Source: an optimization exercise on an open RTL-to-GDS flow (aim: small area and a short achievable clock period). Production flows keep margins and buffers that such runs may drop.
The RTL was checked by simulation tests, not by an equivalence proof against the original design.
No activity file was given, so power comes from the tool's default toggle rates.

==> run Y: inputs <==
==> flow/design.v (excerpt) <==
module btb_sat #(
   parameter int ENTRIES  = 8,
   parameter int IDX_W    = 3,
   parameter int PC_W     = 32,
   parameter int CNT_W    = 2,
   parameter int CNT_INIT = 2
) (
   input  logic            clk,
   input  logic            reset,
   input  logic [PC_W-1:0] pc_in,
   output logic            hit,
   output logic            token,
   output logic [PC_W-1:0] next_pc_out,
   input  logic            is_req_pc,
   input  logic [PC_W-1:0] req_pc,
   input  logic [PC_W-1:0] predict_target,
   input  logic            req_taken,
   input  logic            flush
);
==> flow/config.mk <==
export PLATFORM = sky130hd
export DESIGN_NAME = btb_sat
export DESIGN_NICKNAME = btb_sat
export VERILOG_FILES = /design/flow/design.v
export SDC_FILE = /design/flow/constraint.sdc
export NUM_CORES = 4
export LEC_CHECK = 0
export ABC_CLOCK_PERIOD_IN_PS = 4000
export CAP_MARGIN = 20
export CORE_MARGIN = 2
export CORE_UTILIZATION = 65
export SETUP_SLACK_MARGIN = 2.5
export SLEW_MARGIN = 20
==> flow/constraint.sdc <==
create_clock -name core_clock -period 8.0 [get_ports {clk}]
set_input_delay 1.6000 -clock core_clock [delete_from_list [all_inputs] [get_ports {clk}]]
set_output_delay 1.6000 -clock core_clock [all_outputs]
set_load 0.01 [all_outputs]
standard.sh (not shown) runs the stock make flow with config.mk's settings and CLKGATE_MAP_FILE= SYNTH_SCRIPT=/design/flow/synth_recipe.tcl, a recipe that flattens the netlist after the stock synthesis.
==> flow/flow/run.sh <==
#!/bin/bash
set -euo pipefail
export BUFFER_PORTS_ARGS="-buffer_cell sky130_fd_sc_hd__buf_2"
export CTS_ARGS="-sink_clustering_enable -repair_clock_nets -dont_use_dummy_load -sink_clustering_size 25 -sink_clustering_max_diameter 90"
PLATFORM_DONT_USE="sky130_fd_sc_hd__probe_p_8 sky130_fd_sc_hd__probec_p_8 sky130_fd_sc_hd__lpflow_bleeder_1 sky130_fd_sc_hd__lpflow_clkbufkapwr_1 sky130_fd_sc_hd__lpflow_clkbufkapwr_16 sky130_fd_sc_hd__lpflow_clkbufkapwr_2 sky130_fd_sc_hd__lpflow_clkbufkapwr_4 sky130_fd_sc_hd__lpflow_clkbufkapwr_8 sky130_fd_sc_hd__lpflow_clkinvkapwr_1 sky130_fd_sc_hd__lpflow_clkinvkapwr_16 sky130_fd_sc_hd__lpflow_clkinvkapwr_2 sky130_fd_sc_hd__lpflow_clkinvkapwr_4 sky130_fd_sc_hd__lpflow_clkinvkapwr_8 sky130_fd_sc_hd__lpflow_decapkapwr_12 sky130_fd_sc_hd__lpflow_decapkapwr_3 sky130_fd_sc_hd__lpflow_decapkapwr_4 sky130_fd_sc_hd__lpflow_decapkapwr_6 sky130_fd_sc_hd__lpflow_decapkapwr_8 sky130_fd_sc_hd__lpflow_inputiso0n_1 sky130_fd_sc_hd__lpflow_inputiso0p_1 sky130_fd_sc_hd__lpflow_inputiso1n_1 sky130_fd_sc_hd__lpflow_inputiso1p_1 sky130_fd_sc_hd__lpflow_inputisolatch_1 sky130_fd_sc_hd__lpflow_isobufsrc_1 sky130_fd_sc_hd__lpflow_isobufsrc_16 sky130_fd_sc_hd__lpflow_isobufsrc_2 sky130_fd_sc_hd__lpflow_isobufsrc_4 sky130_fd_sc_hd__lpflow_isobufsrc_8 sky130_fd_sc_hd__lpflow_isobufsrckapwr_16 sky130_fd_sc_hd__lpflow_lsbuf_lh_hl_isowell_tap_1 sky130_fd_sc_hd__lpflow_lsbuf_lh_hl_isowell_tap_2 sky130_fd_sc_hd__lpflow_lsbuf_lh_hl_isowell_tap_4 sky130_fd_sc_hd__lpflow_lsbuf_lh_isowell_4 sky130_fd_sc_hd__lpflow_lsbuf_lh_isowell_tap_1 sky130_fd_sc_hd__lpflow_lsbuf_lh_isowell_tap_2 sky130_fd_sc_hd__lpflow_lsbuf_lh_isowell_tap_4"
EXTRA_DONT_USE="sky130_fd_sc_hd__nor4_1 sky130_fd_sc_hd__nor4_2 sky130_fd_sc_hd__nor4_4 sky130_fd_sc_hd__nor4b_1 sky130_fd_sc_hd__nor4b_2 sky130_fd_sc_hd__nor4b_4 sky130_fd_sc_hd__nor4bb_1 sky130_fd_sc_hd__nor4bb_2 sky130_fd_sc_hd__nor4bb_4 sky130_fd_sc_hd__and4_1 sky130_fd_sc_hd__and4_2 sky130_fd_sc_hd__and4_4 sky130_fd_sc_hd__and4b_1 sky130_fd_sc_hd__and4b_2 sky130_fd_sc_hd__and4b_4 sky130_fd_sc_hd__and4bb_1 sky130_fd_sc_hd__and4bb_2 sky130_fd_sc_hd__and4bb_4 sky130_fd_sc_hd__a2111oi_0 sky130_fd_sc_hd__a2111oi_1 sky130_fd_sc_hd__a2111oi_2 sky130_fd_sc_hd__a2111oi_4 sky130_fd_sc_hd__a2111o_1 sky130_fd_sc_hd__a2111o_2 sky130_fd_sc_hd__a2111o_4 sky130_fd_sc_hd__or4_1 sky130_fd_sc_hd__or4_2 sky130_fd_sc_hd__or4_4 sky130_fd_sc_hd__or4b_1 sky130_fd_sc_hd__or4b_2 sky130_fd_sc_hd__or4b_4 sky130_fd_sc_hd__or4bb_1 sky130_fd_sc_hd__or4bb_2 sky130_fd_sc_hd__or4bb_4"
bash standard.sh "DONT_USE_CELLS=$PLATFORM_DONT_USE $EXTRA_DONT_USE" finish > standard.log 2>&1
==> run G (differences from run Y) <==
==> flow/flow/run.sh (replaced) <==
#!/bin/bash
set -euo pipefail
export BUFFER_PORTS_ARGS="-buffer_cell sky130_fd_sc_hd__buf_2"
export CTS_ARGS="-sink_clustering_enable -repair_clock_nets -dont_use_dummy_load -sink_clustering_size 25 -sink_clustering_max_diameter 90"
PLATFORM_DONT_USE="sky130_fd_sc_hd__probe_p_8 sky130_fd_sc_hd__probec_p_8 sky130_fd_sc_hd__lpflow_bleeder_1 sky130_fd_sc_hd__lpflow_clkbufkapwr_1 sky130_fd_sc_hd__lpflow_clkbufkapwr_16 sky130_fd_sc_hd__lpflow_clkbufkapwr_2 sky130_fd_sc_hd__lpflow_clkbufkapwr_4 sky130_fd_sc_hd__lpflow_clkbufkapwr_8 sky130_fd_sc_hd__lpflow_clkinvkapwr_1 sky130_fd_sc_hd__lpflow_clkinvkapwr_16 sky130_fd_sc_hd__lpflow_clkinvkapwr_2 sky130_fd_sc_hd__lpflow_clkinvkapwr_4 sky130_fd_sc_hd__lpflow_clkinvkapwr_8 sky130_fd_sc_hd__lpflow_decapkapwr_12 sky130_fd_sc_hd__lpflow_decapkapwr_3 sky130_fd_sc_hd__lpflow_decapkapwr_4 sky130_fd_sc_hd__lpflow_decapkapwr_6 sky130_fd_sc_hd__lpflow_decapkapwr_8 sky130_fd_sc_hd__lpflow_inputiso0n_1 sky130_fd_sc_hd__lpflow_inputiso0p_1 sky130_fd_sc_hd__lpflow_inputiso1n_1 sky130_fd_sc_hd__lpflow_inputiso1p_1 sky130_fd_sc_hd__lpflow_inputisolatch_1 sky130_fd_sc_hd__lpflow_isobufsrc_1 sky130_fd_sc_hd__lpflow_isobufsrc_16 sky130_fd_sc_hd__lpflow_isobufsrc_2 sky130_fd_sc_hd__lpflow_isobufsrc_4 sky130_fd_sc_hd__lpflow_isobufsrc_8 sky130_fd_sc_hd__lpflow_isobufsrckapwr_16 sky130_fd_sc_hd__lpflow_lsbuf_lh_hl_isowell_tap_1 sky130_fd_sc_hd__lpflow_lsbuf_lh_hl_isowell_tap_2 sky130_fd_sc_hd__lpflow_lsbuf_lh_hl_isowell_tap_4 sky130_fd_sc_hd__lpflow_lsbuf_lh_isowell_4 sky130_fd_sc_hd__lpflow_lsbuf_lh_isowell_tap_1 sky130_fd_sc_hd__lpflow_lsbuf_lh_isowell_tap_2 sky130_fd_sc_hd__lpflow_lsbuf_lh_isowell_tap_4"
EXTRA_DONT_USE="sky130_fd_sc_hd__nor4_1 sky130_fd_sc_hd__nor4_2 sky130_fd_sc_hd__nor4_4 sky130_fd_sc_hd__nor4b_1 sky130_fd_sc_hd__nor4b_2 sky130_fd_sc_hd__nor4b_4 sky130_fd_sc_hd__nor4bb_1 sky130_fd_sc_hd__nor4bb_2 sky130_fd_sc_hd__nor4bb_4"
export GLOBAL_PLACEMENT_ARGS="-timing_driven_net_weight_max 5 -timing_driven_nets_percentage 20"
bash standard.sh "DONT_USE_CELLS=$PLATFORM_DONT_USE $EXTRA_DONT_USE" finish > standard.log 2>&1
==> run C (differences from run Y) <==
==> flow/run.sh (new file) <==
#!/bin/bash
# synth_recipe.tcl (not shown) runs the flow's synth.tcl, then flattens the netlist and writes it again
# the make line also repeats each setting of config.mk as NAME=value (left out here)
make -C /OpenROAD-flow-scripts/flow DESIGN_CONFIG=/design/flow/config.mk WORK_HOME=/design/flow/orfs CLKGATE_MAP_FILE= SYNTH_SCRIPT=/design/flow/synth_recipe.tcl finish
- ABC_CLOCK_PERIOD_IN_PS: 4000 -> 2500
- CORE_UTILIZATION: 65 -> 75
- SETUP_SLACK_MARGIN: 2.5 -> 5.0
removed: flow/flow/run.sh
removed: flow/standard.sh
==> results.txt <==
|  | run Y | run C | run G |
|---|---|---|---|
| Static power due to leakage | 9.33 nW | - | 8.20 nW |
| Storage cell area | 0.0159 mm² | - | 0.0159 mm² |
| Netlist Area Pre-Place | 0.0254 mm² | 0.0248 mm² | 0.0250 mm² |
| Period utilization | 0.714 | - | 0.688 |
| Total clock buffers created by CTS | 26 | 51 | 25 |
| Sw frac | 0.231 | - | 0.228 |
| Count of final setup violators | 0 | - | 0 |
| GRT Overall Usage | 0.428 | - | 0.419 |
| Depth of the worst hold-timing path | 1 | - | 2 |
| Fill cell instance count of the final layout | 2548 | - | 2441 |
| Worst-path fanout max | 6 | - | 16 |
| Placement Setup Slack | 1530 ps | 822 ps | 1560 ps |
| Layout cells sized above 1 | 0.156 | - | 0.151 |
| Hpwl dp | 57300 µm | 51900 µm | 54600 µm |
| Final core utilization | 0.733 | - | 0.726 |
| Number of nets with antenna violations after routing | 0 | - | 0 |
| Result of the run | complete, no violations | stopped before the end | complete, no violations |
| Stage where the flow stopped | - | clock tree synthesis (4_1_cts) | - |
| Register-to-register setup slack | 3900 ps | - | 3700 ps |
| Post-detailed-routing wire length | 87000 µm | - | 85300 µm |
| Number of remaining DRC errors | 0 | - | 0 |

static timing again, ports no longer ideal:
How much do the figures lean on ideal ports? The routed layouts below were timed once more, with nothing changed but the port constraints.
Step 1: set_driving_cell puts a clkbuf_16 on clk and a buf_2 on each other input, an assumption about the parent block.
Step 2 also shifts input and output timing later by t, the mid clock arrival at the registers, as if the neighbouring blocks saw the same clock.
Slacks: ideal / step 1 / step 2; pairs: ideal / step 1.
| run | shift t [ns] | slack for setup (ns) | worst register clock-pin slew, ns |
|---|---|---|---|
| run Y | 0.647 | 2.288 / 2.238 / 2.238 | 0.11 / 0.11 |
| run G | 0.635 | 2.496 / 2.457 / 2.194 | 0.11 / 0.11 |
After both steps setup and hold are still met in every run listed. The setup slack of run G, which loses most, moves by -0.039 ns with the drivers and by -0.302 ns with both steps.
